This design comes from an exercise in tuning for small area, a short achievable clock period and few clock cycles on the open sky130 flow, not from production work. The RTL was checked by simulation tests, not by an equivalence proof against the original design. Power is estimated from default activity; no workload was simulated.

==> flow/design.v <==
package rv_core_pkg;
  typedef enum logic [6:0] {
    OP     = 7'b0110011,
    OP_IMM = 7'b0010011,
    LUI    = 7'b0110111,
    LOAD   = 7'b0000011,
    STORE  = 7'b0100011,
    SYSTEM = 7'b1110011
  } opcode_e;
  typedef enum logic [3:0] {
    ALU_ADD,
    ALU_SUB,
    ALU_AND,
    ALU_OR,
    ALU_XOR,
    ALU_SLT,
    ALU_SLTU,
    ALU_SLL,
    ALU_SRL,
    ALU_SRA
  } alu_op_e;
  typedef logic [4:0]          reg_addr_t;
  typedef logic [32-1:0] word_t;
  typedef struct packed {
    word_t     pc;
    word_t     inst;
    word_t     op_a;        
    word_t     op_b;        
    word_t     store_data;  
    reg_addr_t rs1_addr;
    reg_addr_t rs2_addr;
    word_t     rs1_rdata;   
    word_t     rs2_rdata;
    reg_addr_t rd;          
    alu_op_e   alu_op;
    logic      reg_wen;
    logic      mem_ren;
    logic      mem_wen;
  } id_ex_t;
  typedef struct packed {
    word_t     pc;
    word_t     inst;
    word_t     alu_result;  
    word_t     store_data;
    reg_addr_t rs1_addr;
    reg_addr_t rs2_addr;
    word_t     rs1_rdata;
    word_t     rs2_rdata;
    reg_addr_t rd;
    logic      reg_wen;
    logic      mem_ren;
    logic      mem_wen;
  } ex_mem_t;
  typedef struct packed {
    word_t     pc;
    word_t     inst;
    word_t     alu_result;
    reg_addr_t rs1_addr;
    reg_addr_t rs2_addr;
    word_t     rs1_rdata;
    word_t     rs2_rdata;
    reg_addr_t rd;
    logic      reg_wen;
    logic      mem_ren;
  } mem_wb_t;
  typedef struct packed {
    word_t addr;   
    logic  ren;
    logic  wen;    
    word_t wdata;
  } dmem_req_t;
  typedef struct packed {
    logic      valid;
    word_t     inst;
    word_t     pc;
    logic      halt;
    reg_addr_t rs1_addr;
    reg_addr_t rs2_addr;
    word_t     rs1_rdata;
    word_t     rs2_rdata;
    reg_addr_t rd_addr;
    word_t     rd_wdata;
  } retire_t;
endpackage
`timescale 1ns/1ps
module inst_decoder (
  input  logic [31:0] i_inst,
  output logic        o_is_r,
  output logic        o_is_i,
  output logic        o_is_lui,
  output logic        o_is_lw,
  output logic        o_is_sw,
  output logic        o_uses_rs1,
  output logic        o_uses_rs2,
  output logic        o_wen
);
  logic [6:0] op;
  logic [2:0] f3;
  logic [6:0] f7;
  assign op = i_inst[6:0];
  assign f3 = i_inst[14:12];
  assign f7 = i_inst[31:25];
  assign o_is_r   = (op == 7'b0110011) &&
                    (f7 == 7'b0 || (f7 == 7'b0100000 && (f3 == 3'b000 || f3 == 3'b101)));
  assign o_is_i   = (op == 7'b0010011) &&
                    (f3 != 3'b001 || f7 == 7'b0) &&
                    (f3 != 3'b101 || f7 == 7'b0 || f7 == 7'b0100000);
  assign o_is_lui = (op == 7'b0110111);
  assign o_is_lw  = (op == 7'b0000011) && (f3 == 3'b010);
  assign o_is_sw  = (op == 7'b0100011) && (f3 == 3'b010);
  assign o_uses_rs1 = o_is_r | o_is_i | o_is_lw | o_is_sw;
  assign o_uses_rs2 = o_is_r | o_is_sw;
  assign o_wen      = o_is_r | o_is_i | o_is_lui | o_is_lw;
endmodule
`timescale 1ns/1ps
module reg_file (
  input  logic        i_clk,
  input  logic        i_rst,
  input  logic [31:1] i_rs1_sel,    
  input  logic [31:1] i_rs2_sel,
  input  logic [4:0]  i_rd_waddr,
  input  logic        i_rd_wen,
  input  logic [31:0] i_rd_wdata,
  output logic [31:0] o_rs1_rdata,
  output logic [31:0] o_rs2_rdata
);
  logic [31:0] regs [1:31];
  logic [31:0] wdata;
  assign wdata = i_rst ? 32'd0 : i_rd_wdata;
  always_ff @(posedge i_clk) begin
    for (int i = 1; i < 32; i++) begin
      if (i_rst || (i_rd_wen && i_rd_waddr == 5'(i))) regs[i] <= wdata;
    end
  end
  always_comb begin
    o_rs1_rdata = '0;
    o_rs2_rdata = '0;
    for (int i = 1; i < 32; i++) begin
      o_rs1_rdata = o_rs1_rdata | ({32{i_rs1_sel[i]}} & regs[i]);
      o_rs2_rdata = o_rs2_rdata | ({32{i_rs2_sel[i]}} & regs[i]);
    end
  end
endmodule
`timescale 1ns/1ps
module alu (
  input  logic [31:0] i_a,
  input  logic [31:0] i_b,
  input  logic [4:0]  i_shamt,
  input  logic        i_cin,
  input  logic        i_sel_add,
  input  logic        i_sel_slt,
  input  logic        i_sel_sltu,
  input  logic        i_sel_xor,
  input  logic        i_sel_or,
  input  logic        i_sel_and,
  input  logic        i_sel_sll,
  input  logic        i_sel_sr,
  input  logic        i_arith,
  output logic [31:0] o_sum,
  output logic [31:0] o_result
);
  logic [32:0] sum;
  logic        lt_s;
  logic        lt_u;
  logic [31:0] sh_out;
  logic [31:0] shl;
  logic        fill;
  logic [32:0] g [0:6];
  logic [32:0] p [0:6];
  always_comb begin
    g[0][0] = i_cin;
    p[0][0] = 1'b0;
    for (int i = 0; i < 32; i++) begin
      g[0][i+1] = i_a[i] & i_b[i];
      p[0][i+1] = i_a[i] ^ i_b[i];
    end
    for (int l = 0; l < 6; l++) begin
      for (int i = 0; i < 33; i++) begin
        if (i >= (1 << l)) begin
          g[l+1][i] = g[l][i] | (p[l][i] & g[l][i - (1 << l)]);
          p[l+1][i] = p[l][i] & p[l][i - (1 << l)];
        end else begin
          g[l+1][i] = g[l][i];
          p[l+1][i] = p[l][i];
        end
      end
    end
    for (int i = 0; i < 32; i++) sum[i] = p[0][i+1] ^ g[6][i];
    sum[32] = g[6][32];
  end
  assign o_sum = sum[31:0];
  assign lt_s  = (i_a[31] == i_b[31]) ? i_a[31] : sum[31];
  assign lt_u  = ~sum[32];
  assign fill   = i_arith & i_a[31];
  assign sh_out = 32'($signed({fill, i_a}) >>> i_shamt);
  assign shl    = i_a << i_shamt;
  assign o_result = ({32{i_sel_add}}  & sum[31:0])
                  | ({32{i_sel_slt}}  & {31'd0, lt_s})
                  | ({32{i_sel_sltu}} & {31'd0, lt_u})
                  | ({32{i_sel_xor}}  & (i_a ^ i_b))
                  | ({32{i_sel_or}}   & (i_a | i_b))
                  | ({32{i_sel_and}}  & (i_a & i_b))
                  | ({32{i_sel_sll}}  & shl)
                  | ({32{i_sel_sr}}   & sh_out);
endmodule
`timescale 1ns/1ps
module rv_core_top (
  input  logic        i_clk,
  input  logic        i_rst,
  output logic [31:0] o_imem_raddr,
  input  logic [31:0] i_imem_rdata,
  output logic [31:0] o_dmem_addr,
  output logic        o_dmem_ren,
  output logic        o_dmem_wen,
  output logic [31:0] o_dmem_wdata,
  input  logic [31:0] i_dmem_rdata,
  output logic        o_retire_valid,
  output logic [31:0] o_retire_inst,
  output logic [31:0] o_retire_pc,
  output logic        o_retire_halt,
  output logic [4:0]  o_retire_rs1_addr,
  output logic [4:0]  o_retire_rs2_addr,
  output logic [31:0] o_retire_rs1_rdata,
  output logic [31:0] o_retire_rs2_rdata,
  output logic [4:0]  o_retire_rd_addr,
  output logic [31:0] o_retire_rd_wdata
);
  logic [29:0] fpc;       
  logic        f_vld;     
  logic        stall_q;   
  logic        stall_d;
  logic [31:0] d_inst;
  logic [31:1] d_s1, d_s2;  
  logic [31:1] n_s1, n_s2;
  logic        d_vld;
  logic        d_is_r, d_is_i, d_is_lui, d_is_lw, d_is_sw, d_u1, d_u2, d_wen;
  logic        d_wr;      
  logic [4:0]  d_rs1, d_rs2;
  logic [31:0] rf_rd1, rf_rd2;
  logic [31:0] v1, v2;
  logic        eh1, eh2, mh1, mh2, wh1, wh2;
  logic [2:0]  d_f3;
  logic        d_alt;
  logic        d_inv;
  logic [31:0] d_imm;
  logic [31:0] d_b;
  logic        e_vld;
  logic [31:0] e_inst;
  logic [31:0] e_a, e_b, e_rs2d;
  logic [4:0]  e_sh;      
  logic        e_cin, e_sel_add, e_sel_slt, e_sel_sltu, e_sel_xor, e_sel_or;
  logic        e_sel_and, e_sel_sll, e_sel_sr, e_arith;
  logic        e_lw, e_sw, e_wr, e_u1, e_u2, e_wen;
  logic [31:0] e_sum, e_res;
  logic        m_vld;
  logic        m_ren, m_wen_mem;
  logic [31:0] m_inst, m_rs1d, m_rs2d, m_res;
  logic        m_lw, m_sw, m_wr, m_u1, m_u2, m_wen;
  logic        w_vld;
  logic [31:0] w_inst, w_rs1d, w_rs2d, w_res;
  logic        w_lw, w_wr, w_u1, w_u2, w_wen;
  logic [31:0] w_data;
  logic        rst_q;     
  logic        r_vld;
  logic [31:0] r_inst, r_rs1d, r_rs2d, r_data;
  logic [4:0]  r_rs1a, r_rs2a, r_rda;
  logic        r_halt;
  logic [29:0] rpc;
  logic       n_u1, n_u2;
  logic [4:0] n_rs1, n_rs2;
  logic       hz_d, hz_e, hz_de;
  assign n_u1 = (i_imem_rdata[6:0] == 7'b0110011) || (i_imem_rdata[6:0] == 7'b0010011) ||
                (i_imem_rdata[6:0] == 7'b0000011) || (i_imem_rdata[6:0] == 7'b0100011);
  assign n_u2 = (i_imem_rdata[6:0] == 7'b0110011) || (i_imem_rdata[6:0] == 7'b0100011);
  assign n_rs1 = i_imem_rdata[19:15];
  assign n_rs2 = i_imem_rdata[24:20];
  assign hz_d  = d_vld && d_is_lw && d_wr &&
                 ((n_u1 && n_rs1 == d_inst[11:7]) || (n_u2 && n_rs2 == d_inst[11:7]));
  assign hz_e  = e_vld && e_lw && e_wr &&
                 ((n_u1 && n_rs1 == e_inst[11:7]) || (n_u2 && n_rs2 == e_inst[11:7]));
  assign hz_de = e_vld && e_lw && e_wr &&
                 ((d_u1 && d_rs1 == e_inst[11:7]) || (d_u2 && d_rs2 == e_inst[11:7]));
  assign stall_d = stall_q ? (d_vld && hz_de) : (f_vld && (hz_d || hz_e));
  always_ff @(posedge i_clk) begin
    if (i_rst) begin
      fpc     <= 30'd0;
      f_vld   <= 1'b0;
      stall_q <= 1'b0;
    end else begin
      if (!stall_d) fpc <= fpc + 30'd1;  
      f_vld   <= 1'b1;
      stall_q <= stall_d;
    end
  end
  assign o_imem_raddr = {fpc, 2'b00};
  always_ff @(posedge i_clk) begin
    if (i_rst) begin
      d_vld <= 1'b0;
    end else if (!stall_q) begin
      d_vld <= f_vld;
    end
  end
  always_comb begin
    for (int i = 1; i < 32; i++) begin
      n_s1[i] = (n_rs1 == 5'(i));
      n_s2[i] = (n_rs2 == 5'(i));
    end
  end
  logic n_is_r, n_is_i, n_is_lui, n_is_lw, n_is_sw, n_du1, n_du2, n_wen;
  inst_decoder u_dec (
    .i_inst (i_imem_rdata), .o_is_r (n_is_r), .o_is_i (n_is_i), .o_is_lui (n_is_lui),
    .o_is_lw (n_is_lw), .o_is_sw (n_is_sw), .o_uses_rs1 (n_du1), .o_uses_rs2 (n_du2),
    .o_wen (n_wen)
  );
  always_ff @(posedge i_clk) begin
    if (!stall_q) begin
      d_inst   <= i_imem_rdata;
      d_s1     <= n_s1;
      d_s2     <= n_s2;
      d_is_r   <= n_is_r;
      d_is_i   <= n_is_i;
      d_is_lui <= n_is_lui;
      d_is_lw  <= n_is_lw;
      d_is_sw  <= n_is_sw;
      d_u1     <= n_du1;
      d_u2     <= n_du2;
      d_wen    <= n_wen;
    end
  end
  assign d_wr  = d_wen && (d_inst[11:7] != 5'd0);
  assign d_rs1 = d_inst[19:15];
  assign d_rs2 = d_inst[24:20];
  assign d_f3  = d_inst[14:12];
  assign d_alt = d_inst[30] && (d_is_r ? (d_f3 == 3'b000 || d_f3 == 3'b101) : (d_f3 == 3'b101));
  reg_file u_rf (
    .i_clk       (i_clk),
    .i_rst       (rst_q),
    .i_rs1_sel   (d_s1),
    .i_rs2_sel   (d_s2),
    .i_rd_waddr  (w_inst[11:7]),
    .i_rd_wen    (w_vld && w_wr),
    .i_rd_wdata  (w_data),
    .o_rs1_rdata (rf_rd1),
    .o_rs2_rdata (rf_rd2)
  );
  assign eh1 = e_vld && e_wr && (e_inst[11:7] == d_rs1);
  assign eh2 = e_vld && e_wr && (e_inst[11:7] == d_rs2);
  assign mh1 = m_vld && m_wr && (m_inst[11:7] == d_rs1);
  assign mh2 = m_vld && m_wr && (m_inst[11:7] == d_rs2);
  assign wh1 = w_vld && w_wr && (w_inst[11:7] == d_rs1);
  assign wh2 = w_vld && w_wr && (w_inst[11:7] == d_rs2);
  assign v1 = !d_u1 ? 32'd0 : eh1 ? e_res : mh1 ? m_res : wh1 ? w_data : rf_rd1;
  assign v2 = !d_u2 ? 32'd0 : eh2 ? e_res : mh2 ? m_res : wh2 ? w_data : rf_rd2;
  always_comb begin
    if (d_is_lui)     d_imm = {d_inst[31:12], 12'd0};
    else if (d_is_sw) d_imm = {{20{d_inst[31]}}, d_inst[31:25], d_inst[11:7]};
    else              d_imm = {{20{d_inst[31]}}, d_inst[31:20]};
  end
  assign d_inv = (d_is_r && d_f3 == 3'b000 && d_alt) ||
                 ((d_is_r || d_is_i) && (d_f3 == 3'b010 || d_f3 == 3'b011));
  assign d_b   = (d_is_r ? v2 : d_imm) ^ {32{d_inv}};
  always_ff @(posedge i_clk) begin
    if (i_rst) begin
      e_vld <= 1'b0;
    end else begin
      e_vld <= d_vld && !stall_q;
    end
  end
  always_ff @(posedge i_clk) begin
    e_inst     <= d_inst;
    e_a        <= v1;
    e_b        <= d_b;
    e_sh       <= d_is_r ? v2[4:0] : d_imm[4:0];
    e_rs2d     <= v2;
    e_cin      <= d_inv;
    e_sel_add  <= !(d_is_r || d_is_i) || d_f3 == 3'b000;
    e_sel_slt  <= (d_is_r || d_is_i) && d_f3 == 3'b010;
    e_sel_sltu <= (d_is_r || d_is_i) && d_f3 == 3'b011;
    e_sel_xor  <= (d_is_r || d_is_i) && d_f3 == 3'b100;
    e_sel_or   <= (d_is_r || d_is_i) && d_f3 == 3'b110;
    e_sel_and  <= (d_is_r || d_is_i) && d_f3 == 3'b111;
    e_sel_sll  <= (d_is_r || d_is_i) && d_f3 == 3'b001;
    e_sel_sr   <= (d_is_r || d_is_i) && d_f3 == 3'b101;
    e_arith    <= d_alt;
    e_lw       <= d_is_lw;
    e_sw       <= d_is_sw;
    e_wr       <= d_wr;
    e_u1       <= d_u1;
    e_u2       <= d_u2;
    e_wen      <= d_wen;
  end
  alu u_alu (
    .i_a        (e_a),
    .i_b        (e_b),
    .i_shamt    (e_sh),
    .i_cin      (e_cin),
    .i_sel_add  (e_sel_add),
    .i_sel_slt  (e_sel_slt),
    .i_sel_sltu (e_sel_sltu),
    .i_sel_xor  (e_sel_xor),
    .i_sel_or   (e_sel_or),
    .i_sel_and  (e_sel_and),
    .i_sel_sll  (e_sel_sll),
    .i_sel_sr   (e_sel_sr),
    .i_arith    (e_arith),
    .o_sum      (e_sum),
    .o_result   (e_res)
  );
  always_ff @(posedge i_clk) begin
    if (i_rst) begin
      m_vld     <= 1'b0;
      m_ren     <= 1'b0;
      m_wen_mem <= 1'b0;
    end else begin
      m_vld     <= e_vld;
      m_ren     <= e_vld && e_lw;
      m_wen_mem <= e_vld && e_sw;
    end
  end
  always_ff @(posedge i_clk) begin
    m_inst <= e_inst;
    m_rs1d <= e_a;
    m_rs2d <= e_rs2d;
    m_res  <= e_res;
    m_lw   <= e_lw;
    m_sw   <= e_sw;
    m_wr   <= e_wr;
    m_u1   <= e_u1;
    m_u2   <= e_u2;
    m_wen  <= e_wen;
  end
  assign o_dmem_addr  = {m_res[31:2], 2'b00};
  assign o_dmem_ren   = m_ren;
  assign o_dmem_wen   = m_wen_mem;
  assign o_dmem_wdata = m_rs2d;
  always_ff @(posedge i_clk) begin
    if (i_rst) begin
      w_vld <= 1'b0;
    end else begin
      w_vld <= m_vld;
    end
  end
  always_ff @(posedge i_clk) begin
    w_inst <= m_inst;
    w_rs1d <= m_rs1d;
    w_rs2d <= m_rs2d;
    w_res  <= m_res;
    w_lw   <= m_lw;
    w_wr   <= m_wr;
    w_u1   <= m_u1;
    w_u2   <= m_u2;
    w_wen  <= m_wen;
  end
  assign w_data = w_lw ? i_dmem_rdata : w_res;
  always_ff @(posedge i_clk) begin
    rst_q <= i_rst;
  end
  always_ff @(posedge i_clk) begin
    if (i_rst) begin
      r_vld <= 1'b0;
      rpc   <= 30'd0;
    end else begin
      r_vld <= w_vld;
      if (r_vld) rpc <= rpc + 30'd1;
    end
  end
  always_ff @(posedge i_clk) begin
    r_inst <= w_inst;
    r_rs1d <= w_rs1d;
    r_rs2d <= w_rs2d;
    r_data <= w_data;
    r_rs1a <= w_u1 ? w_inst[19:15] : 5'd0;
    r_rs2a <= w_u2 ? w_inst[24:20] : 5'd0;
    r_rda  <= w_wen ? w_inst[11:7] : 5'd0;
    r_halt <= w_vld && (w_inst == 32'h0010_0073);
  end
  assign o_retire_valid     = r_vld;
  assign o_retire_inst      = r_inst;
  assign o_retire_pc        = {rpc, 2'b00};
  assign o_retire_halt      = r_halt;
  assign o_retire_rs1_addr  = r_rs1a;
  assign o_retire_rs2_addr  = r_rs2a;
  assign o_retire_rs1_rdata = r_rs1d;
  assign o_retire_rs2_rdata = r_rs2d;
  assign o_retire_rd_addr   = r_rda;
  assign o_retire_rd_wdata  = r_data;
endmodule
==> flow/flow/run.sh <==
#!/bin/bash
# The standard layout (the standard.sh: standard synthesis, ORFS
# floorplan to finish), with two layout choices changed:
#  - ports are buffered with buf_2 cells instead of the smallest buffer the
#    resizer finds (a delay cell on sky130hd)
#  - clock tree synthesis inserts no dummy loads and uses larger sink clusters
# Each tool's full output stays in ORFS's own logs under orfs/logs; make's
# output goes to flow_make.log here.
set -euo pipefail
export BUFFER_PORTS_ARGS="-buffer_cell sky130_fd_sc_hd__buf_2"
export CTS_ARGS="-sink_clustering_enable -repair_clock_nets -dont_use_dummy_load -sink_clustering_size 30 -sink_clustering_max_diameter 100"
bash standard.sh > flow_make.log 2>&1
==> flow/standard.sh <==
#!/bin/bash
# synth_recipe.tcl (not shown) runs the flow's synth.tcl, then flattens the netlist and writes it again
# the make line also repeats each setting of config.mk as NAME=value (left out here)
make -C /OpenROAD-flow-scripts/flow DESIGN_CONFIG=/design/flow/config.mk WORK_HOME=/design/flow/orfs CLKGATE_MAP_FILE= SYNTH_SCRIPT=/design/flow/synth_recipe.tcl "${@:-finish}"
==> flow/config.mk <==
export PLATFORM = sky130hd
export DESIGN_NAME = rv_core_top
export DESIGN_NICKNAME = rv_core_top
export VERILOG_FILES = /design/flow/design.v
export SDC_FILE = /design/flow/constraint.sdc
export NUM_CORES = 4
export LEC_CHECK = 0
export CAP_MARGIN = 20
export CORE_MARGIN = 2
export CORE_UTILIZATION = 40
export SETUP_SLACK_MARGIN = 5.0
export SLEW_MARGIN = 20
==> flow/constraint.sdc <==
create_clock -name core_clock -period 8.0 [get_ports {i_clk}]
set_input_delay 1.6000 -clock core_clock [delete_from_list [all_inputs] [get_ports {i_clk}]]
set_output_delay 1.6000 -clock core_clock [all_outputs]
set_load 0.01 [all_outputs]
==> summary.md, run 1 <==
| Metric | Value |
|---|---|
| Share of layout cells above drive strength 1 | about 23% |
| TritonCTS Buffers | 72 |
| Skew-Pair Late Insertion Delay | about 0.8 ns |
| Part of the power in registers | a little over three fifths |
| Seq/Total Area, Yosys | about 64% |
| Mapped Area | 70700 sq um |
| Final Non-Filler Cells | slightly above 8000 |
| RSZ-0062 raised after global routing | yes |
| Pre-Repair DR Iteration Count | 14 |
| Arr. time, crit path | around 3.8 ns |
| First-pass GRT wire length | about 450000 um |
| Sw Ratio | a little over a quarter |
| IO Pins | about 340 |
| Clock slew seen by the registers of the worst setup and hold paths | 0.12 ns |
| ANT nets after route | 0 |
| Status | timing/DRC/antenna clean |
| Core Region | 176000 sq um |
| #FFs+latches synth | 1723 |
| Vias in the first global route | 53300 |
| Tcrit/Tclk final | approximately two fifths |
| Slew headroom | between 10 and 15% |
| R2R Path Start | e_sh[0]$_DFF_P_ |
| Die area | 180000 sq um |
| Startpoint class of the critical path | flop |
| Synth-to-layout area growth | 14.9% |
| H-tree levels | 3 |
| Fmax | about 0.31 GHz |
| Avg WL per Cell | around 42 um |
| R2R setup slack | just under 5 ns |
| Static leakage | around 0.029 uW |
| Routability congestion estimate | just over 1 |
| GR Util All Layers | 35.6% |
| Crit path from | e_sh[0]$_DFF_P_ |
| Clock power frac | 27.0% |
| Top cell type's share of synthesized area | about 46% |
| Clock sink total | 1723 |
| Net switching power figure | between 4000 and 5000 uW |
| DP Wirelength | slightly below 200000 um |
| Pin count of the biggest net entering global routing | 68 |
| Crit end category | flop |
| PD cells | between 200 and 250 nW/um^2 |
| CTS max path bufs | 3 |
| Minimum clock period after layout | between 3 and 4 ns |
| Critical path class | reg -> reg |
| Die width | roughly 420 um |
| Worst Max-Slew Pin Slew | 1.25 ns |
| DP Area | about 75000 sq um |
| CTS tree | done |
| Slew Limit Fails | 0 |
| Final Setup Violations | 0 |
| Synth area leader | edfxtp_1 |
| Initial antenna violation count | 24 |
| Predominant post-synthesis flop cell | edfxtp_1 |
| CP Max Fanout | 6 |
| Setup TNS | 0 ns |
| Initial Util | about two fifths |
| Max rail drop VDD | 192 uV |
| Post-synth EDFFs | approximately 1100 |
| Post-synth cell types | 88 |
| # rows | around 150 |
| Fin area | 81200 sq um |
| Synthesized area per cell | about 13 sq um |
| YS warnings | 6 |
| Post-DR vias/cell | ~7.2 |
| Grt ovf | 0 |
| DRT iter0 DRCs | 13400 |
| Critical Path RT | just under 9 ns |
| Total power | approximately 16000 uW |
| Reg-to-reg critical path endpoint | e_b[31]$_DFF_P_ |
| Max-cap viol count | 0 |
| Fin util | ~46% |
| Final hold viol count | 0 |
| Class of the worst hold path | reg -> reg |
| Fin nets | between 5000 and 6000 |
| Largest cells by area after synthesis | edfxtp_1, dfxtp_1, a221oi_1 |
| Port Buffer Count | roughly 330 |
| Worst r2r path cells | 10 |
| Root Driver | clkbuf_16 |
| Clk_skew | 0.113 ns |
| DRC | 0 |
| Via count | between 50000 and 60000 |
| Syn Inst Count | roughly 5300 |
| Height of the chip | between 400 and 500 um |
| Internal | 12000 uW |
| Setup crit end | e_b[31]$_DFF_P_ |
| Async set-or-reset flop fraction in the synthesized netlist | 0% |
| Gate power share | around 10% |
| Routed wire length | about 340000 um |
| Placed insts | 7790 |
-- what timing repair did --
| action | in CTS | in global routing |
|---|---|---|
| resized for setup | 378 | 266 |
| hold endpoints to repair | 0 | 0 |
| pin swaps | 46 | 107 |
| hold buffers | 0 | 0 |
| gates cloned | 5 | 8 |
| buffers inserted | 82 | 71 |
| setup endpoints to repair | 1364 | 139 |
-- critical path, cell delays in order, from the launching register on --
cell and delay (ns):
dfxtp_4 0.50, buf_6 0.16, mux4_2 0.64, mux2i_4 0.34, mux2_4 0.28, o22ai_4 0.09
a211o_1 0.24, a211o_1 0.33, o22ai_2 0.25, a2bb2oi_2 0.16, xnor2_1 0.08
-- cell type report --
class,instances,area (sq um)
multi-input combinational,3052,24700
timing repair buffer,704,5520
inverter,137,533
tap,2340,2930
sequential,1723,45700
clock buffer,72,1800
antenna,27,67.6
fill,15500,94700
-- cells in the mapped netlist, types with 72 or more instances --
master,number
edfxtp_1,1094
dfxtp_1,629
a221oi_1,405
a22o_1,402
clkbuf_1,302
nand2_1,265
nor2_1,238
nand4_1,155
a21oi_1,143
inv_1,134
o21ai_0,130
nor3_1,108
a22oi_1,102
xnor2_1,83
and3_1,75
mux4_2,72
-- cells by family after synthesis --
family,share of synthesized area (%)
flops,64.3
compound gates,17.6
simple gates,7.69
buf+inv,3.39
mux,4.14
xor+xnor,1.66
fa+ha+maj,1.20
other cells,0.00531
-- state kept, by name, indices dropped and copies added, names as in the netlist, 31 cells and up --
| register | cells |
|---|---|
| u_rf.regs | 992 |
| d_inst | 32 |
| e_a | 32 |
| e_b | 32 |
| e_inst | 32 |
| e_rs2d | 32 |
| m_inst | 32 |
| m_res | 32 |
| m_rs1d | 32 |
| m_rs2d | 32 |
| r_data | 32 |
| r_inst | 32 |
| r_rs1d | 32 |
| r_rs2d | 32 |
| w_inst | 32 |
| w_res | 32 |
| w_rs1d | 32 |
| w_rs2d | 32 |
| d_s1 | 31 |
| d_s2 | 31 |
-- placed cells by master (no fill, tap or decap), types with 27 or more instances in the layout --
master	n
and3_1	71
edfxtp_1	1094
mux4_2	80
or3_1	32
o211ai_1	36
a21oi_1	110
buf_6	58
diode_2	27
nor3_1	84
a222oi_1	64
dfxtp_4	38
o211a_1	35
o22ai_1	32
nor2_1	225
inv_1	128
mux2i_1	55
mux2_2	37
xnor2_1	82
nand3_1	58
a22o_1	402
ha_1	36
o21ai_0	90
nand2_1	232
dfxtp_1	530
buf_12	29
nand4_1	155
clkbuf_16	80
a22oi_1	101
and2_1	64
buf_2	320
buf_4	260
xor2_1	48
a221oi_1	391
dfxtp_2	61
-- power by group through the flow --
stage               clock [uW]  sequential, uW  combinational, uW
floorplan                    0           10300                673
global placement             0           10400               1310
detailed placement           0           10400               1320
CTS                       4380           10200               1430
global route              4660           10300               1610
finish                    4400           10300               1630
-- per-stage QoR --
stage / setup WS (ns) / hold WS, ns
detailed placement: 3.54 / 0.312
global route: 4.81 / 0.228
floorplan: 4.18 / 0.310
global placement: 3.58 / 0.310
finish: 4.82 / 0.249
CTS: 4.87 / 0.228
-- per-layer routing --
metal,up-vias,routed length (um),global-route usage (%)
li1,21900,-,-
met1,28200,110000,41.6
met2,6127,139000,51.7
met3,1964,52200,14.5
met4,28,35000,28.3
met5,-,712,0.873
-- how the worst min path moves through the flow --
stage / start / cells past startpoint / end
final: m_rs1d[27]$_DFF_P_ / 0 / w_rs1d[27]$_DFF_P_
after global routing: m_rs1d[27]$_DFF_P_ / 0 / w_rs1d[27]$_DFF_P_
after CTS: m_rs1d[27]$_DFF_P_ / 0 / w_rs1d[27]$_DFF_P_
after detailed placement: e_inst[23]$_DFF_P_ / 0 / m_inst[23]$_DFF_P_
after global placement: w_rs2d[14]$_DFF_P_ / 0 / r_rs2d[14]$_DFF_P_
after floorplan: e_inst[0]$_DFF_P_ / 0 / m_inst[0]$_DFF_P_
Testbench counts, summed over its fixed seeds: cycles 15,586.
==> inputs of run 2 (changes only) <==
--- a/flow/flow/run.sh
+++ b/flow/flow/run.sh
@@ -10,3 +10,3 @@
 export BUFFER_PORTS_ARGS="-buffer_cell sky130_fd_sc_hd__buf_2"
-export CTS_ARGS="-sink_clustering_enable -repair_clock_nets -dont_use_dummy_load -sink_clustering_size 30 -sink_clustering_max_diameter 100"
+export CTS_ARGS="-sink_clustering_enable -repair_clock_nets -dont_use_dummy_load -sink_clustering_size 20 -sink_clustering_max_diameter 80"
 bash standard.sh > flow_make.log 2>&1
--- a/flow/config.mk
+++ b/flow/config.mk
@@ -7,2 +7,3 @@
 export LEC_CHECK = 0
+export ABC_AREA = 1
 export CAP_MARGIN = 20
==> summary.md, run 2 <==
| Metric | Value |
|---|---|
| DP Wirelength | 209000 um (was 198000 um) |
| Crit path from | d_s1[14]$_DFFE_PN_ (was e_sh[0]$_DFF_P_) |
| Via count | 65800 (was 58300) |
| Number of flip-flops in the largest register | 992 (unchanged) |
| DRC | 0 (unchanged) |
| R2R setup slack | 4.93 ns (was 4.82 ns) |
| Grt ovf | 0 (unchanged) |
| DRT iter0 DRCs | 11700 (was 13400) |
| Height of the chip | 435 um (was 424 um) |
| #FFs+latches synth | 1723 (unchanged) |
| Slew headroom | 19.2% (was 14.6%) |
| Syn Inst Count | 7964 (was 5336) |
| Sw Ratio | 25.7% (was 26.1%) |
| Async set-or-reset flop fraction in the synthesized netlist | 0% (unchanged) |
| # rows | 158 (was 154) |
| Routability congestion estimate | 1.01 (was 1.03) |
| Core Region | 185000 sq um (was 176000 sq um) |
| Worst Max-Slew Pin Slew | 1.21 ns (was 1.25 ns) |
| GR Util All Layers | 35.1% (was 35.6%) |
| CTS Hold Bufs | 0 (unchanged) |
| CP Max Fanout | 21 (was 6) |
| Arr. time, crit path | 3.72 ns (was 3.83 ns) |
| PD cells | 204 nW/um^2 (was 200 nW/um^2) |
| Critical path class | reg -> reg (unchanged) |
| Clock power frac | 30.7% (was 27.0%) |
| Max-cap viol count | 0 (unchanged) |
| Skew-Pair Late Insertion Delay | 0.82 ns (was 0.78 ns) |
| Startpoint class of the critical path | flop (unchanged) |
| WHS Path Cells | 0 (unchanged) |
| CTS max path bufs | 3 (unchanged) |
| Final Non-Filler Cells | 10700 (was 8055) |
| Clk_skew | 0.117 ns (was 0.113 ns) |
| Clock sink total | 1723 (unchanged) |
| Final hold viol count | 0 (unchanged) |
| Top cell type's share of synthesized area | 44.3% (was 46.5%) |
| Minimum clock period after layout | 3.07 ns (was 3.18 ns) |
| Net switching power figure | 4330 uW (was 4250 uW) |
| Crit end category | flop (unchanged) |
| Status | timing/DRC/antenna clean (unchanged) |
| Setup crit end | e_a[11]$_SDFF_PN0_ (was e_b[31]$_DFF_P_) |
| Initial antenna violation count | 19 (was 24) |
| ANT nets after route | 0 (unchanged) |
| CTS tree | done (unchanged) |
| RSZ-0062 raised after global routing | yes (unchanged) |
| Fillers | 17600 (was 15500) |
| Gate power share | 8.8% (was 10.0%) |
| Pre-CTS setup slack | 3.61 ns (was 3.54 ns) |
| YS warnings | 6 (unchanged) |
| Post-synth top cells | nand2_1, edfxtp_1, dfxtp_1 (was edfxtp_1, dfxtp_1, a221oi_1) |
| Internal | 12500 uW (was 12000 uW) |
| Synth-to-layout area growth | 11.4% (was 14.9%) |
| Slew Limit Fails | 0 (unchanged) |
| Die width | 435 um (was 424 um) |
| Largest reg by FF count | u_rf.regs (unchanged) |
| Clock slew seen by the registers of the worst setup and hold paths | 0.09 ns (was 0.12 ns) |
| Mapped Area | 74200 sq um (was 70700 sq um) |
| Most frequent cell after synthesis | nand2_1 (was edfxtp_1) |
| Port Buffer Count | 334 (unchanged) |
| Seq/Total Area, Yosys | 61.2% (was 64.3%) |
| Critical Path RT | 8.66 ns (was 8.65 ns) |
| Max rail drop VDD | 179 uV (was 192 uV) |
| Final WS setup | 4.93 ns (was 4.82 ns) |
| Vias in the first global route | 59900 (was 53300) |
| Sequential cell area | 45600 sq um (was 45700 sq um) |
| TritonCTS Buffers | 103 (was 72) |
| Post-synth EDFFs | 1094 (unchanged) |
| Class of the worst hold path | reg -> reg (unchanged) |
| Placed insts | 10600 (was 7790) |
| Tcrit/Tclk final | 38.3% (was 39.7%) |
| Final Setup Violations | 0 (unchanged) |
| Pin count of the biggest net entering global routing | 79 (was 68) |
| Root Driver | clkbuf_16 (unchanged) |
| IO Pins | 341 (unchanged) |
| Post-DR vias/cell | 6.13 (was 7.23) |
| Pre-Repair DR Iteration Count | 10 (was 14) |
| Setup TNS | 0 ns (unchanged) |
| Reg-to-reg critical path endpoint | e_a[11]$_SDFF_PN0_ (was e_b[31]$_DFF_P_) |
| Worst r2r path cells | 10 (unchanged) |
| Worst hold slack | 0.266 ns (was 0.249 ns) |
| Fmax | 0.326 GHz (was 0.315 GHz) |
| R2R Path Start | d_s1[14]$_DFFE_PN_ (was e_sh[0]$_DFF_P_) |
| Initial Util | 40.2% (about the same) |
| Footprint of the multi-input gates | 25600 sq um (was 24700 sq um) |
| Share of layout cells above drive strength 1 | 11.3% (was 22.9%) |
| Die area | 189000 sq um (was 180000 sq um) |
| Synth area leader | edfxtp_1 (unchanged) |
| H-tree levels | 3 (unchanged) |
| Fin nets | 8371 (was 5823) |
| Avg WL per Cell | 32.2 um (was 41.8 um) |
| Static leakage | 0.0340 uW (was 0.0294 uW) |
| Predominant post-synthesis flop cell | edfxtp_1 (unchanged) |
| Commonest cells after routing, fill and taps aside | nand2_1, edfxtp_1, nand3_1 (was edfxtp_1, dfxtp_1, a22o_1) |
| Post-synth cell types | 62 (was 88) |
| Total power | 16800 uW (was 16300 uW) |
| Synthesized area per cell | 9.32 sq um (was 13.2 sq um) |
| Leading cell type in the layout, fill and taps excluded | nand2_1 (was edfxtp_1) |
| First-pass GRT wire length | 468000 um (was 445000 um) |
| Routed wire length | 346000 um (was 337000 um) |
| Largest cells by area after synthesis | edfxtp_1, dfxtp_1, nand2_1 (was edfxtp_1, dfxtp_1, a221oi_1) |
| Part of the power in registers | 60.5% (was 63.0%) |
[run 2: worst min path at each step]
stage                             from                  to  slack [ns]
global placement     w_rs2d[7]$_DFF_P_   r_rs2d[7]$_DFF_P_        0.31
floorplan            e_inst[0]$_DFF_P_   m_inst[0]$_DFF_P_        0.31
finish               w_rs2d[2]$_DFF_P_   r_rs2d[2]$_DFF_P_        0.27
CTS                  w_rs2d[2]$_DFF_P_   r_rs2d[2]$_DFF_P_        0.26
detailed placement  e_inst[12]$_DFF_P_  m_inst[12]$_DFF_P_        0.31
global route        m_rs1d[20]$_DFF_P_  w_rs1d[20]$_DFF_P_        0.27
[run 2: kinds of logic after synthesis]
kind of cell | after synthesis | synth area share, %
buffers and inverters | 979 | 5.36
muxes | 3 | 0.0405
and+or+nand+nor | 4323 | 24.6
other | 1 | 0.00505
adders and majority gates | 67 | 1.14
xor gates and xnor gates | 60 | 0.708
AOI/OAI and AO/OA | 808 | 6.95
DFF | 1723 | 61.2
[run 2: per-stage QoR]
step           cell area, sq um  util [%]
2_1_floorplan             74300         -
3_3_place_gp              79000      42.8
3_5_place_dp              79100      42.8
5_1_grt                   82700      44.7
4_1_cts                   82200      44.4
6_report                  82700      44.7
[run 2: routing by layer]
metal	global-route usage, %	up-vias	part of all wire, %
li1	-	27400	-
met1	42.9	31200	34
met2	52.1	5649	42
met3	11.5	1523	14
met4	25.3	12	8.9
met5	0.731	-	0.094
[run 2: what timing repair did]
item	4_1_cts	5_1_grt
resized for setup	132	104
cloned	2	0
setup endpoints to repair	172	112
pin swaps	1	6
buffers inserted	11	15
[run 2: critical path, stage by stage, from the launching register on]
cell	delay (ns)
edfxtp_1	0.37
buf_4	0.32
buf_4	0.38
nand2_1	0.11
nand4_1	0.10
nor3_1	0.30
nand4_1	0.54
o221ai_2	0.36
nand3_1	0.26
nand3_1	0.15
inv_1	0.04
[run 2: power groups by stage]
| stage | combinational, uW | sequential (uW) | clock, uW |
|---|---|---|---|
| after global placement | 1340 | 10400 | 0 |
| final | 1480 | 10200 | 5170 |
| after CTS | 1360 | 10200 | 5180 |
| after floorplan | 658 | 10300 | 0 |
| after detailed placement | 1350 | 10400 | 0 |
| after global routing | 1490 | 10200 | 5470 |
[run 2: layout make-up]
class                           instances  area share, %
Tap cell                             2480           3.75
Sequential cell                      1723           55.2
Timing Repair Buffer                  555           4.25
Multi-Input combinational cell       5269           30.9
Inverter                              586           2.69
Clock buffer                          103           3.12
Antenna cell                           23         0.0696
==> inputs of run 3 (changes only) <==
--- a/flow/config.mk
+++ b/flow/config.mk
@@ -10,3 +10,3 @@
 export CORE_MARGIN = 2
-export CORE_UTILIZATION = 40
+export CORE_UTILIZATION = 55
 export SETUP_SLACK_MARGIN = 5.0
==> summary.md, run 3 <==
| Metric | Value |
|---|---|
| H-tree levels | 3 (unchanged) |
| R2R setup slack | 4.91 ns (was 4.93 ns) |
| DRT iter0 DRCs | 12800 (was 11700) |
| Fin nets | 8332 (was 8371) |
| GR Util All Layers | 46.7% (was 35.1%) |
| Largest reg by FF count | u_rf.regs (unchanged) |
| Total power | 16700 uW (was 16800 uW) |
| Clock power frac | 30.4% (was 30.7%) |
| Status | timing/DRC/antenna clean (unchanged) |
| Minimum clock period after layout | 3.09 ns (was 3.07 ns) |
| Grt ovf | 0 (unchanged) |
| Worst Max-Slew Pin Slew | 1.24 ns (was 1.21 ns) |
| Largest cells by area after synthesis | edfxtp_1, dfxtp_1, nand2_1 (unchanged) |
| ANT nets after route | 0 (unchanged) |
| Synth-to-layout area growth | 9.40% (was 11.4%) |
| Post-synth EDFFs | 1094 (unchanged) |
| CP peak stage delay | 0.49 ns (was 0.54 ns) |
| Tcrit/Tclk final | 38.6% (was 38.3%) |
| Fmax | 0.324 GHz (was 0.326 GHz) |
| Skew-Pair Late Insertion Delay | 0.78 ns (was 0.82 ns) |
| Max-cap viol count | 0 (unchanged) |
| Static leakage | 0.0337 uW (was 0.0340 uW) |
| Synth area leader | edfxtp_1 (unchanged) |
| Die width | 371 um (was 435 um) |
| Critical path class | reg -> reg (unchanged) |
| WHS Path Cells | 0 (unchanged) |
| Root Driver | clkbuf_16 (unchanged) |
| Via count | 66000 (was 65800) |
| Predominant post-synthesis flop cell | edfxtp_1 (unchanged) |
| Startpoint class of the critical path | flop (unchanged) |
| Final Non-Filler Cells | 9981 (was 10700) |
| IO Pins | 341 (unchanged) |
| Mapped Area | 74200 sq um (unchanged) |
| # rows | 134 (was 158) |
| DRC | 0 (unchanged) |
| Synthesized area per cell | 9.32 sq um (unchanged) |
| Arr. time, crit path | 3.72 ns (about the same) |
| Reg-to-reg critical path endpoint | e_a[1]$_SDFF_PN0_ (was e_a[11]$_SDFF_PN0_) |
| Final Setup Violations | 0 (unchanged) |
| Class of the worst hold path | reg -> reg (unchanged) |
| Final hold viol count | 0 (unchanged) |
| Most frequent cell after synthesis | nand2_1 (unchanged) |
| Number of flip-flops in the largest register | 992 (unchanged) |
| CTS tree | done (unchanged) |
| Clk_skew | 0.102 ns (was 0.117 ns) |
| RSZ-0062 raised after global routing | yes (unchanged) |
| Critical Path RT | 8.64 ns (was 8.66 ns) |
| Vias in the first global route | 60400 (was 59900) |
| Die area | 138000 sq um (was 189000 sq um) |
| Slew headroom | 17.2% (was 19.2%) |
| Internal | 12500 uW (about the same) |
| Gate power share | 8.6% (was 8.8%) |
| First-pass GRT wire length | 447000 um (was 468000 um) |
| Fin util | 60.8% (was 44.7%) |
| Worst r2r path cells | 9 (was 10) |
| Worst hold slack | 0.297 ns (was 0.266 ns) |
| Top cell type's share of synthesized area | 44.3% (unchanged) |
| CP max-delay cell | edfxtp_1 (was nand4_1) |
| Pre-Repair DR Iteration Count | 9 (was 10) |
| Slew Limit Fails | 0 (unchanged) |
| Placed insts | 9844 (was 10600) |
| Share of layout cells above drive strength 1 | 10.4% (was 11.3%) |
| Core Region | 134000 sq um (was 185000 sq um) |
| Crit end category | flop (unchanged) |
| PD cells | 206 nW/um^2 (was 204 nW/um^2) |
| Commonest cells after routing, fill and taps aside | nand2_1, edfxtp_1, nand3_1 (unchanged) |
| Post-DR vias/cell | 6.62 (was 6.13) |
| Clock sink total | 1723 (unchanged) |
| Hold wc startpoint | m_rs1d[20]$_DFF_P_ (was w_rs2d[2]$_DFF_P_) |
| Fillers | 11500 (was 17600) |
| Min-Delay Endpoint | w_rs1d[20]$_DFF_P_ (was r_rs2d[2]$_DFF_P_) |
| Worst path most repeated cell | nand3_1 |
| R2R Path Start | d_s1[22]$_DFFE_PN_ (was d_s1[14]$_DFFE_PN_) |
| Net switching power figure | 4220 uW (was 4330 uW) |
| Setup TNS | 0 ns (unchanged) |
| YS warnings | 6 (unchanged) |
| Initial Util | 55.5% (was 40.2%) |
| CP Max Fanout | 31 (was 21) |
| Avg WL per Cell | 33.0 um (was 32.2 um) |
| Routed wire length | 330000 um (was 346000 um) |
| Height of the chip | 371 um (was 435 um) |
| Pin count of the biggest net entering global routing | 74 (was 79) |
| Max rail drop VDD | 177 uV (was 179 uV) |
| CTS max path bufs | 3 (unchanged) |
| Clock slew seen by the registers of the worst setup and hold paths | 0.08 ns (was 0.09 ns) |
| Async set-or-reset flop fraction in the synthesized netlist | 0% (unchanged) |
| Seq/Total Area, Yosys | 61.2% (unchanged) |
| TritonCTS Buffers | 101 (was 103) |
| Sw Ratio | 25.3% (was 25.7%) |
| Initial antenna violation count | 21 (was 19) |
| Leading cell type in the layout, fill and taps excluded | nand2_1 (unchanged) |
| #FFs+latches synth | 1723 (unchanged) |
| Post-synth top cells | nand2_1, edfxtp_1, dfxtp_1 (unchanged) |
| Syn Inst Count | 7964 (unchanged) |
| Post-synth cell types | 62 (unchanged) |
| DP Wirelength | 193000 um (was 209000 um) |
| Routability congestion estimate | 1.04 (was 1.01) |
| Crit-path cells | buf_4 > a221oi_1 > nand4_1 > nor2_1 > nand3_1 > o211ai_1 > nand3_1 > nand3_1 > inv_1 (was buf_4 > buf_4 > nand2_1 > nand4_1 > nor3_1 > nand4_1 > o221ai_2 > nand3_1 > nand3_1 > inv_1) |
| Port Buffer Count | 334 (unchanged) |
| Part of the power in registers | 61.1% (was 60.5%) |
## run 3: cell families after synthesis
family	Yosys count	synth area share, %
simple gates	4323	24.6
flops	1723	61.2
buf+inv	979	5.36
compound gates	808	6.95
fa+ha+maj	67	1.14
xor+xnor	60	0.708
mux	3	0.0405
other cells	1	0.00505
## run 3: how the worst max path moves through the flow
stage,start,to,slack [ns],depth (start not counted)
CTS,m_rs2d[31]$_DFF_P_,o_dmem_wdata[31],5.00,1
floorplan,w_vld$_SDFF_PP0_,u_rf.regs[17][0]$_DFFE_PP_,4.48,5
finish,d_s1[22]$_DFFE_PN_,e_a[1]$_SDFF_PN0_,4.91,9
global placement,i_imem_rdata[3],fpc[1]$_SDFFE_PP0N_,3.73,13
global route,e_a[9]$_SDFF_PN0_,e_b[31]$_DFF_P_,4.96,17
detailed placement,i_imem_rdata[3],fpc[0]$_SDFFE_PP0N_,3.74,13
## run 3: critical path: cells and delay by family, from the launching register on
family / cells / cell delay (ns)
AOI/OAI and AO/OA: 2 / 0.82
buffers and inverters: 2 / 0.53
DFF: 1 / 0.49
and+or+nand+nor: 5 / 1.09
## run 3: metal layers
layer | up-vias | track usage [%] | share of wire, %
li1 | 27400 | - | -
met1 | 30800 | 60.5 | 35
met2 | 6335 | 64.1 | 40
met3 | 1559 | 17.5 | 17
met4 | 28 | 33.2 | 8.8
met5 | - | 0 | 0.077
## run 3: layout make-up
| type | instances | area, sq um | area share, % |
|---|---|---|---|
| Sequential cell | 1723 | 45600 | 56.2 |
| Multi-Input combinational cell | 5269 | 25400 | 31.3 |
| Timing Repair Buffer | 518 | 3180 | 3.92 |
| Clock buffer | 101 | 2530 | 3.11 |
| Inverter | 586 | 2230 | 2.74 |
| Tap cell | 1768 | 2210 | 2.72 |
| Antenna cell | 16 | 40.0 | 0.0493 |
## run 3: metrics by stage
| stage | instance area (sq um) | setup slack (ns) |
|---|---|---|
| after floorplan | 74300 | 4.48 |
| after global placement | 78000 | 3.73 |
| after detailed placement | 78000 | 3.74 |
| after CTS | 80800 | 5.00 |
| after global routing | 81200 | 4.96 |
| final | 81200 | 4.91 |
## run 3: timing repair
action,CTS,global route
gates resized for setup,97,94
buffers inserted,9,9
cloned,0,2
hold buffers,0,0
pin swaps,4,3
endpoints found under the setup margin,613,159
## run 3: power groups by stage
stage          registers [uW]  clock network (uW)  logic, uW
3_3_place_gp            10400                   0       1300
5_1_grt                 10200                5330       1440
4_1_cts                 10200                5050       1310
2_1_floorplan           10300                   0        658
6_report                10200                5070       1430
3_5_place_dp            10400                   0       1300
==> inputs of run 4 (changes only) <==
--- a/flow/design.v
+++ b/flow/design.v
@@ -255,3 +255,7 @@
   logic        m_vld;
-  logic        m_ren, m_wen_mem;
+  logic        e_early, m_early, w_early;  
+  logic        d_early;
+  logic [29:0] q_addr;    
+  logic        q_ren, q_wen;
+  logic [31:0] m_fwd;
   logic [31:0] m_inst, m_rs1d, m_rs2d, m_res;
@@ -278,5 +282,5 @@
                  ((n_u1 && n_rs1 == d_inst[11:7]) || (n_u2 && n_rs2 == d_inst[11:7]));
-  assign hz_e  = e_vld && e_lw && e_wr &&
+  assign hz_e  = e_vld && e_lw && !e_early && e_wr &&
                  ((n_u1 && n_rs1 == e_inst[11:7]) || (n_u2 && n_rs2 == e_inst[11:7]));
-  assign hz_de = e_vld && e_lw && e_wr &&
+  assign hz_de = e_vld && e_lw && !e_early && e_wr &&
                  ((d_u1 && d_rs1 == e_inst[11:7]) || (d_u2 && d_rs2 == e_inst[11:7]));
@@ -351,4 +355,5 @@
   assign wh2 = w_vld && w_wr && (w_inst[11:7] == d_rs2);
-  assign v1 = !d_u1 ? 32'd0 : eh1 ? e_res : mh1 ? m_res : wh1 ? w_data : rf_rd1;
-  assign v2 = !d_u2 ? 32'd0 : eh2 ? e_res : mh2 ? m_res : wh2 ? w_data : rf_rd2;
+  assign m_fwd = m_early ? i_dmem_rdata : m_res;
+  assign v1 = !d_u1 ? 32'd0 : eh1 ? e_res : mh1 ? m_fwd : wh1 ? w_data : rf_rd1;
+  assign v2 = !d_u2 ? 32'd0 : eh2 ? e_res : mh2 ? m_fwd : wh2 ? w_data : rf_rd2;
   always_comb begin
@@ -361,7 +366,11 @@
   assign d_b   = (d_is_r ? v2 : d_imm) ^ {32{d_inv}};
+  assign d_early = d_vld && !stall_q && d_is_lw && (d_rs1 == 5'd0) &&
+                   !(e_vld && (e_lw || e_sw) && !e_early);
   always_ff @(posedge i_clk) begin
     if (i_rst) begin
-      e_vld <= 1'b0;
+      e_vld   <= 1'b0;
+      e_early <= 1'b0;
     end else begin
-      e_vld <= d_vld && !stall_q;
+      e_vld   <= d_vld && !stall_q;
+      e_early <= d_early;
     end
@@ -410,9 +419,16 @@
     if (i_rst) begin
-      m_vld     <= 1'b0;
-      m_ren     <= 1'b0;
-      m_wen_mem <= 1'b0;
+      m_vld   <= 1'b0;
+      m_early <= 1'b0;
+      q_ren   <= 1'b0;
+      q_wen   <= 1'b0;
     end else begin
-      m_vld     <= e_vld;
-      m_ren     <= e_vld && e_lw;
-      m_wen_mem <= e_vld && e_sw;
+      m_vld   <= e_vld;
+      m_early <= e_early;
+      if (d_early) begin
+        q_ren <= 1'b1;
+        q_wen <= 1'b0;
+      end else begin
+        q_ren <= e_vld && e_lw && !e_early;
+        q_wen <= e_vld && e_sw;
+      end
     end
@@ -424,2 +440,3 @@
     m_res  <= e_res;
+    q_addr <= d_early ? d_imm[31:2] : e_sum[31:2];
     m_lw   <= e_lw;
@@ -431,5 +448,5 @@
   end
-  assign o_dmem_addr  = {m_res[31:2], 2'b00};
-  assign o_dmem_ren   = m_ren;
-  assign o_dmem_wen   = m_wen_mem;
+  assign o_dmem_addr  = {q_addr, 2'b00};
+  assign o_dmem_ren   = q_ren;
+  assign o_dmem_wen   = q_wen;
   assign o_dmem_wdata = m_rs2d;
@@ -437,5 +454,7 @@
     if (i_rst) begin
-      w_vld <= 1'b0;
+      w_vld   <= 1'b0;
+      w_early <= 1'b0;
     end else begin
-      w_vld <= m_vld;
+      w_vld   <= m_vld;
+      w_early <= m_early;
     end
@@ -446,3 +465,3 @@
     w_rs2d <= m_rs2d;
-    w_res  <= m_res;
+    w_res  <= m_fwd;       
     w_lw   <= m_lw;
@@ -453,3 +472,3 @@
   end
-  assign w_data = w_lw ? i_dmem_rdata : w_res;
+  assign w_data = (w_lw && !w_early) ? i_dmem_rdata : w_res;
   always_ff @(posedge i_clk) begin
--- a/flow/config.mk
+++ b/flow/config.mk
@@ -10,3 +10,3 @@
 export CORE_MARGIN = 2
-export CORE_UTILIZATION = 55
+export CORE_UTILIZATION = 40
 export SETUP_SLACK_MARGIN = 5.0
==> summary.md, run 4 <==
| Metric | Value |
|---|---|
| Footprint of the multi-input gates | 26400 sq um (was 25400 sq um) |
| Synthesized area per cell | 9.20 sq um (was 9.32 sq um) |
| Die width | 437 um (was 371 um) |
| Async set-or-reset flop fraction in the synthesized netlist | 0% (unchanged) |
| Clock sink total | 1756 (was 1723) |
| Critical path class | reg -> reg (unchanged) |
| Final Setup Violations | 0 (unchanged) |
| GR Util All Layers | 35.7% (was 46.7%) |
| Syn Inst Count | 8172 (was 7964) |
| Skew-Pair Late Insertion Delay | 0.78 ns (about the same) |
| CTS max path bufs | 3 (unchanged) |
| Pin count of the biggest net entering global routing | 69 (was 74) |
| Max rail drop VDD | 195 uV (was 177 uV) |
| Leading cell type in the layout, fill and taps excluded | nand2_1 (unchanged) |
| Mapped Area | 75100 sq um (was 74200 sq um) |
| Synth-to-layout area growth | 11.9% (was 9.40%) |
| ANT nets after route | 0 (unchanged) |
| Final hold viol count | 0 (unchanged) |
| Via count | 66800 (was 66000) |
| Minimum clock period after layout | 3.06 ns (was 3.09 ns) |
| Total power | 17200 uW (was 16700 uW) |
| WHS Path Cells | 0 (unchanged) |
| Worst hold slack | 0.316 ns (was 0.297 ns) |
| Fillers | 18000 (was 11500) |
| Predominant post-synthesis flop cell | edfxtp_1 (unchanged) |
| Slew headroom | 25.9% (was 17.2%) |
| Setup TNS | 0 ns (unchanged) |
| Clock slew seen by the registers of the worst setup and hold paths | 0.08 ns (about the same) |
| Fin nets | 8602 (was 8332) |
| Arr. time, crit path | 3.77 ns (was 3.72 ns) |
| Share of layout cells above drive strength 1 | 10.7% (was 10.4%) |
| #FFs+latches synth | 1756 (was 1723) |
| Most frequent cell after synthesis | nand2_1 (unchanged) |
| Number of flip-flops in the largest register | 992 (unchanged) |
| Hold wc startpoint | m_rs1d[9]$_DFF_P_ (was m_rs1d[20]$_DFF_P_) |
| YS warnings | 6 (unchanged) |
| Grt ovf | 0 (unchanged) |
| Reg-to-reg critical path endpoint | e_b[6]$_DFF_P_ (was e_a[1]$_SDFF_PN0_) |
| Routed wire length | 353000 um (was 330000 um) |
| Largest cells by area after synthesis | edfxtp_1, dfxtp_1, nand2_1 (unchanged) |
| # rows | 159 (was 134) |
| Tcrit/Tclk final | 38.3% (was 38.6%) |
| Worst r2r path cells | 12 (was 9) |
| Post-synth cell types | 55 (was 62) |
| CTS tree | done (unchanged) |
| Startpoint class of the critical path | flop (unchanged) |
| DRC | 0 (unchanged) |
| Largest reg by FF count | u_rf.regs (unchanged) |
| Pre-Repair DR Iteration Count | 8 (was 9) |
| Max-cap viol count | 0 (unchanged) |
| Initial Util | 40.1% (was 55.5%) |
| PD cells | 205 nW/um^2 (was 206 nW/um^2) |
| Port Buffer Count | 334 (unchanged) |
| Synth area leader | edfxtp_1 (unchanged) |
| TritonCTS Buffers | 107 (was 101) |
| Critical Path RT | 8.71 ns (was 8.64 ns) |
| Initial antenna violation count | 18 (was 21) |
| Die area | 191000 sq um (was 138000 sq um) |
| Clk_skew | 0.0967 ns (was 0.102 ns) |
| Fmax | 0.326 GHz (was 0.324 GHz) |
| Post-synth top cells | nand2_1, edfxtp_1, nand3_1 (was nand2_1, edfxtp_1, dfxtp_1) |
| CTS Hold Bufs | 0 (unchanged) |
| Vias in the first global route | 62000 (was 60400) |
| CP Max Fanout | 20 (was 31) |
| Seq/Total Area, Yosys | 61.4% (was 61.2%) |
| Slew Limit Fails | 0 (unchanged) |
| Post-synth EDFFs | 1094 (unchanged) |
| Root Driver | clkbuf_16 (unchanged) |
| DP Wirelength | 214000 um (was 193000 um) |
| Class of the worst hold path | reg -> reg (unchanged) |
| DRT iter0 DRCs | 11100 (was 12800) |
| H-tree levels | 3 (unchanged) |
| Min-Delay Endpoint | w_rs1d[9]$_DFF_P_ (was w_rs1d[20]$_DFF_P_) |
| Status | timing/DRC/antenna clean (unchanged) |
| IO Pins | 341 (unchanged) |
| R2R setup slack | 4.94 ns (was 4.91 ns) |
| Height of the chip | 437 um (was 371 um) |
| First-pass GRT wire length | 481000 um (was 447000 um) |
| RSZ-0062 raised after global routing | yes (unchanged) |
| Crit end category | flop (unchanged) |
| Sequential cell area | 46200 sq um (was 45600 sq um) |
| R2R Path Start | d_s2[23]$_DFFE_PN_ (was d_s1[22]$_DFFE_PN_) |
| Post-DR vias/cell | 6.09 (was 6.62) |
| Commonest cells after routing, fill and taps aside | nand2_1, edfxtp_1, nand3_1 (unchanged) |
| Static leakage | 0.0346 uW (was 0.0337 uW) |
| Avg WL per Cell | 32.2 um (was 33.0 um) |
| Worst Max-Slew Pin Slew | 1.11 ns (was 1.24 ns) |
| Top cell type's share of synthesized area | 43.7% (was 44.3%) |
| Routability congestion estimate | 1.05 (was 1.04) |
| Core Region | 187000 sq um (was 134000 sq um) |
run 4: changes by cell type in the layout (fill, tap and decap cells not counted), moves of 42 or more:
| cell | delta |
|---|---|
| nor2_1 | -67 |
| nand4_1 | +68 |
| nor4_1 | +42 |
| o21ai_0 | -44 |
| nand2_1 | +293 |
| a21oi_1 | -53 |
| a22o_1 | -59 |
| dfxtp_1 | +68 |
run 4: worst max path at each step:
stage	start	end	slack, ns	depth (start not counted)
floorplan	w_inst[8]$_DFF_P_	u_rf.regs[10][0]$_DFFE_PP_	4.49	5
global placement	i_imem_rdata[3]	fpc[20]$_SDFFE_PP0N_	3.74	13
CTS	e_sh[4]$_DFF_P_	e_b[17]$_DFF_P_	4.98	13
global route	e_a[7]$_SDFF_PN0_	e_b[29]$_DFF_P_	4.95	17
finish	d_s2[23]$_DFFE_PN_	e_b[6]$_DFF_P_	4.94	12
detailed placement	i_imem_rdata[3]	fpc[20]$_SDFFE_PP0N_	3.68	13
run 4: critical path: stages (launching register included):
cell	delay, ns
edfxtp_1	0.32
buf_4	0.38
buf_4	0.58
nand2_1	0.19
nand4_1	0.17
nor3_1	0.06
nand3_1	0.39
nand2_1	0.15
a21oi_2	0.34
nand3_1	0.18
nand2_1	0.10
nand2_1	0.06
nand2_1	0.07
run 4: logic make-up after synthesis:
kind of cell | count (synthesis) | share of synthesized area [%]
and+or+nand+nor | 4715 | 26.7
adders and majority gates | 67 | 1.13
DFF | 1756 | 61.4
other | 1 | 0.00499
buffers and inverters | 933 | 4.85
AOI/OAI and AO/OA | 629 | 5.18
xor gates and xnor gates | 71 | 0.828
run 4: timing repair:
| item | 4_1_cts | 5_1_grt |
|---|---|---|
| hold endpoints to repair | 0 | 0 |
| gates cloned | 3 | 1 |
| setup endpoints to repair | 176 | 117 |
| gates resized for setup | 108 | 134 |
| pin swaps | 2 | 8 |
| buffers inserted | 16 | 14 |
run 4: per-layer routing:
| layer | wire [um] | GRT usage, % | vias to the layer above |
|---|---|---|---|
| met5 | 170 | 0.428 | - |
| met4 | 33800 | 27.1 | 10 |
| met3 | 47700 | 11.4 | 1476 |
| met2 | 151000 | 53.9 | 5363 |
| met1 | 121000 | 42.5 | 31900 |
| li1 | - | - | 28100 |
run 4: area by class of cell:
| type | instances | share of cell area (%) |
|---|---|---|
| clock buffers | 107 | 3.18 |
| well taps | 2495 | 3.71 |
| diodes | 18 | 0.0536 |
| repair buffers | 556 | 4.13 |
| flip-flops and latches | 1756 | 54.9 |
| repair inverters | 2 | 0.0149 |
| multi-input cells | 5490 | 31.5 |
| inverters | 556 | 2.50 |
run 4: power by group:
group	switching, uW	total, uW	internal, uW
registers	257	10300	10100
logic	1200	1530	334
clock network	2990	5350	2360
run 4: metrics by stage:
stage | cells | worst slack [ns] | utilization (%) | instance area (sq um)
detailed placement | 10800 | 3.68 | 42.9 | 80200
CTS | 10900 | 4.98 | 44.5 | 83400
finish | 11000 | 4.94 | 44.9 | 84100
floorplan | 8177 | 4.49 | - | 75200
global placement | 10800 | 3.74 | 42.9 | 80200
global route | 11000 | 4.95 | 44.9 | 84100
Testbench counts of run 4, summed over its fixed seeds: cycles 15,216.
==> inputs of run 5 (changes only) <==
--- a/flow/config.mk
+++ b/flow/config.mk
@@ -10,3 +10,3 @@
 export CORE_MARGIN = 2
-export CORE_UTILIZATION = 40
+export CORE_UTILIZATION = 55
 export SETUP_SLACK_MARGIN = 5.0
==> summary.md, run 5 <==
| Metric | Value |
|---|---|
| Pin count of the biggest net entering global routing | 75 (was 69) |
| IO Pins | 341 (unchanged) |
| YS warnings | 6 (unchanged) |
| Class of the worst hold path | reg -> reg (unchanged) |
| Tcrit/Tclk final | 39.0% (was 38.3%) |
| Sequential cell area | 46200 sq um (about the same) |
| Top cell type's share of synthesized area | 43.7% (unchanged) |
| Sw Ratio | 25.2% (was 25.8%) |
| Initial Util | 55.5% (was 40.1%) |
| Number of flip-flops in the largest register | 992 (unchanged) |
| Clock sink total | 1756 (unchanged) |
| Leading cell type in the layout, fill and taps excluded | nand2_1 (unchanged) |
| Fmax | 0.320 GHz (was 0.326 GHz) |
| Critical path class | reg -> reg (unchanged) |
| # rows | 135 (was 159) |
| Max-cap viol count | 0 (unchanged) |
| Grt ovf | 0 (unchanged) |
| Post-synth cell types | 55 (unchanged) |
| Part of the power in registers | 60.8% (was 60.1%) |
| DP Wirelength | 198000 um (was 214000 um) |
| Avg WL per Cell | 32.2 um (about the same) |
| GR Util All Layers | 45.8% (was 35.7%) |
| CTS tree | done (unchanged) |
| Initial antenna violation count | 22 (was 18) |
| Synth-to-layout area growth | 9.81% (was 11.9%) |
| Total power | 17000 uW (was 17200 uW) |
| DRT iter0 DRCs | 12300 (was 11100) |
| Critical Path RT | 8.65 ns (was 8.71 ns) |
| Pre-Repair DR Iteration Count | 9 (was 8) |
| Crit end category | flop (unchanged) |
| Clk_skew | 0.0807 ns (was 0.0967 ns) |
| RSZ-0062 raised after global routing | yes (unchanged) |
| Die area | 140000 sq um (was 191000 sq um) |
| Synthesized area per cell | 9.20 sq um (unchanged) |
| Share of layout cells above drive strength 1 | 9.62% (was 10.7%) |
| Largest cells by area after synthesis | edfxtp_1, dfxtp_1, nand2_1 (unchanged) |
| CP max-delay cell | edfxtp_1 (was buf_4) |
| Seq/Total Area, Yosys | 61.4% (unchanged) |
| Vias in the first global route | 61400 (was 62000) |
| Mapped Area | 75100 sq um (unchanged) |
| First-pass GRT wire length | 451000 um (was 481000 um) |
| Worst path most repeated cell | nand2_1 (unchanged) |
| Largest reg by FF count | u_rf.regs (unchanged) |
| Routed wire length | 329000 um (was 353000 um) |
| Via count | 67000 (was 66800) |
| Syn Inst Count | 8172 (unchanged) |
| Clock power frac | 30.7% (was 31.0%) |
| DRC | 0 (unchanged) |
| Footprint of the multi-input gates | 26100 sq um (was 26400 sq um) |
| Commonest cells after routing, fill and taps aside | nand2_1, edfxtp_1, nand3_1 (unchanged) |
| Routability congestion estimate | 1.06 (was 1.05) |
| CP peak stage delay | 0.81 ns (was 0.58 ns) |
| Core Region | 135000 sq um (was 187000 sq um) |
| Port Buffer Count | 334 (unchanged) |
| Crit-path cells | buf_6 > nand2_1 > nand4_1 > nor4_1 > nand3_2 > nand2_1 > a21oi_1 > nand3_1 > nand2_1 > nand2_1 > nand2_1 (was buf_4 > buf_4 > nand2_1 > nand4_1 > nor3_1 > nand3_1 > nand2_1 > a21oi_2 > nand3_1 > nand2_1 > nand2_1 > nand2_1) |
| Startpoint class of the critical path | flop (unchanged) |
| Predominant post-synthesis flop cell | edfxtp_1 (unchanged) |
| Fin nets | 8564 (was 8602) |
| Status | timing/DRC/antenna clean (unchanged) |
| Final Setup Violations | 0 (unchanged) |
| Clock slew seen by the registers of the worst setup and hold paths | 0.09 ns (was 0.08 ns) |
| #FFs+latches synth | 1756 (unchanged) |
| Slew headroom | 16.0% (was 25.9%) |
| Async set-or-reset flop fraction in the synthesized netlist | 0% (unchanged) |
| Post-DR vias/cell | 6.55 (was 6.09) |
| Height of the chip | 374 um (was 437 um) |
| CP Max Fanout | 26 (was 20) |
| Fin util | 60.9% (was 44.9%) |
| Post-synth EDFFs | 1094 (unchanged) |
| Final hold viol count | 0 (unchanged) |
| H-tree levels | 3 (unchanged) |
| Worst Max-Slew Pin Slew | 1.26 ns (was 1.11 ns) |
| Max rail drop VDD | 224 uV (was 195 uV) |
| CTS max path bufs | 3 (unchanged) |
| Arr. time, crit path | 3.77 ns (about the same) |
| Net switching power figure | 4300 uW (was 4440 uW) |
| Most frequent cell after synthesis | nand2_1 (unchanged) |
| Minimum clock period after layout | 3.12 ns (was 3.06 ns) |
| Post-synth top cells | nand2_1, edfxtp_1, nand3_1 (unchanged) |
| Setup TNS | 0 ns (unchanged) |
| Synth area leader | edfxtp_1 (unchanged) |
| Slew Limit Fails | 0 (unchanged) |
| Fillers | 11800 (was 18000) |
| Internal | 12700 uW (was 12800 uW) |
| Gate power share | 8.5% (was 8.9%) |
| Static leakage | 0.0344 uW (was 0.0346 uW) |
| ANT nets after route | 0 (unchanged) |
| Die width | 374 um (was 437 um) |
| Root Driver | clkbuf_16 (unchanged) |
| Skew-Pair Late Insertion Delay | 0.77 ns (was 0.78 ns) |
| TritonCTS Buffers | 105 (was 107) |
| PD cells | 206 nW/um^2 (was 205 nW/um^2) |
run 5: cell count changes in the layout (fill, tap and decap cells not counted), moves of 11 or more:
cell	previous run	this run
ha_1	43	56
buf_6	21	10
nand3_1	638	662
buf_4	198	165
a21oi_1	194	208
nand3_2	31	11
a21oi_2	17	3
run 5: kinds of logic after synthesis:
kind of cell             Yosys count  share of synthesized area (%)
AO/OA/AOI/OAI                    629                           5.18
XOR/XNOR                          71                          0.828
adder cells (fa/ha/maj)           67                           1.13
buffers and inverters            933                           4.85
flip-flops                      1756                           61.4
other                              1                        0.00499
AND/OR/NAND/NOR                 4715                           26.7
run 5: power by group through the flow:
stage	Combinational, uW	Clock (uW)	Sequential, uW
after global routing	1470	5510	10400
after detailed placement	1330	0	10500
final	1450	5230	10300
after floorplan	659	0	10500
after global placement	1320	0	10500
after CTS	1340	5210	10300
run 5: metrics by stage:
stage / setup slack [ns] / cells / instance area [sq um] / hold slack [ns]
3_5_place_dp: 3.38 / 10100 / 79200 / 0.312
2_1_floorplan: 4.49 / 8177 / 75200 / 0.310
6_report: 4.88 / 10200 / 82500 / 0.297
4_1_cts: 5.00 / 10200 / 82100 / 0.298
3_3_place_gp: 2.83 / 10100 / 79200 / 0.310
5_1_grt: 4.95 / 10200 / 82500 / 0.299
run 5: worst max-delay path, delay by kind of cell (launching register included):
kind / cells / cell delay [ns]
simple gates: 9 / 1.24
flops: 1 / 0.81
compound gates: 1 / 0.39
buf+inv: 1 / 0.53
run 5: area by class of cell:
class | count | area share, %
Timing Repair inverter | 1 | 0.00607
Tap cell | 1781 | 2.70
Inverter | 556 | 2.55
Multi-Input combinational cell | 5491 | 31.6
Sequential cell | 1756 | 56.0
Antenna cell | 11 | 0.0334
Clock buffer | 105 | 3.18
Timing Repair Buffer | 520 | 3.92
run 5: timing repair:
item                                    4_1_cts  5_1_grt
endpoints found under the setup margin      172      117
setup buffers                                 3       10
pin swaps                                     3        4
cloned                                        3        1
gates resized for setup                      63      101
hold buffers                                  0        0
run 5: worst paths after layout:
path,startpoint,endpoint,slack (ns),cells after the start
max,d_s2[9]$_DFFE_PN_,e_b[4]$_DFF_P_,4.88,11
min reg2reg,m_rs1d[19]$_DFF_P_,w_rs1d[19]$_DFF_P_,0.30,0
min,m_rs1d[19]$_DFF_P_,w_rs1d[19]$_DFF_P_,0.30,0
max reg2reg,d_s2[9]$_DFFE_PN_,e_b[4]$_DFF_P_,4.88,11
run 5: metal layers:
| layer | part of all wire [%] | global-route usage, % | routed length (um) | vias to the layer above |
|---|---|---|---|---|
| met5 | 0.069 | 0.206 | 227 | - |
| met3 | 17 | 17.6 | 55400 | 1441 |
| li1 | - | - | - | 28100 |
| met1 | 35 | 59.0 | 114000 | 31400 |
| met2 | 40 | 64.1 | 132000 | 6091 |
| met4 | 8.2 | 30.2 | 27200 | 26 |

Check on run 5: ideal ports give 4.877 ns setup slack; a clkbuf_16 on the clock port and buf_2 on the inputs give 4.877 ns; moving port delays by the midpoint clock arrival (0.817 ns) as well gives 4.435 ns.
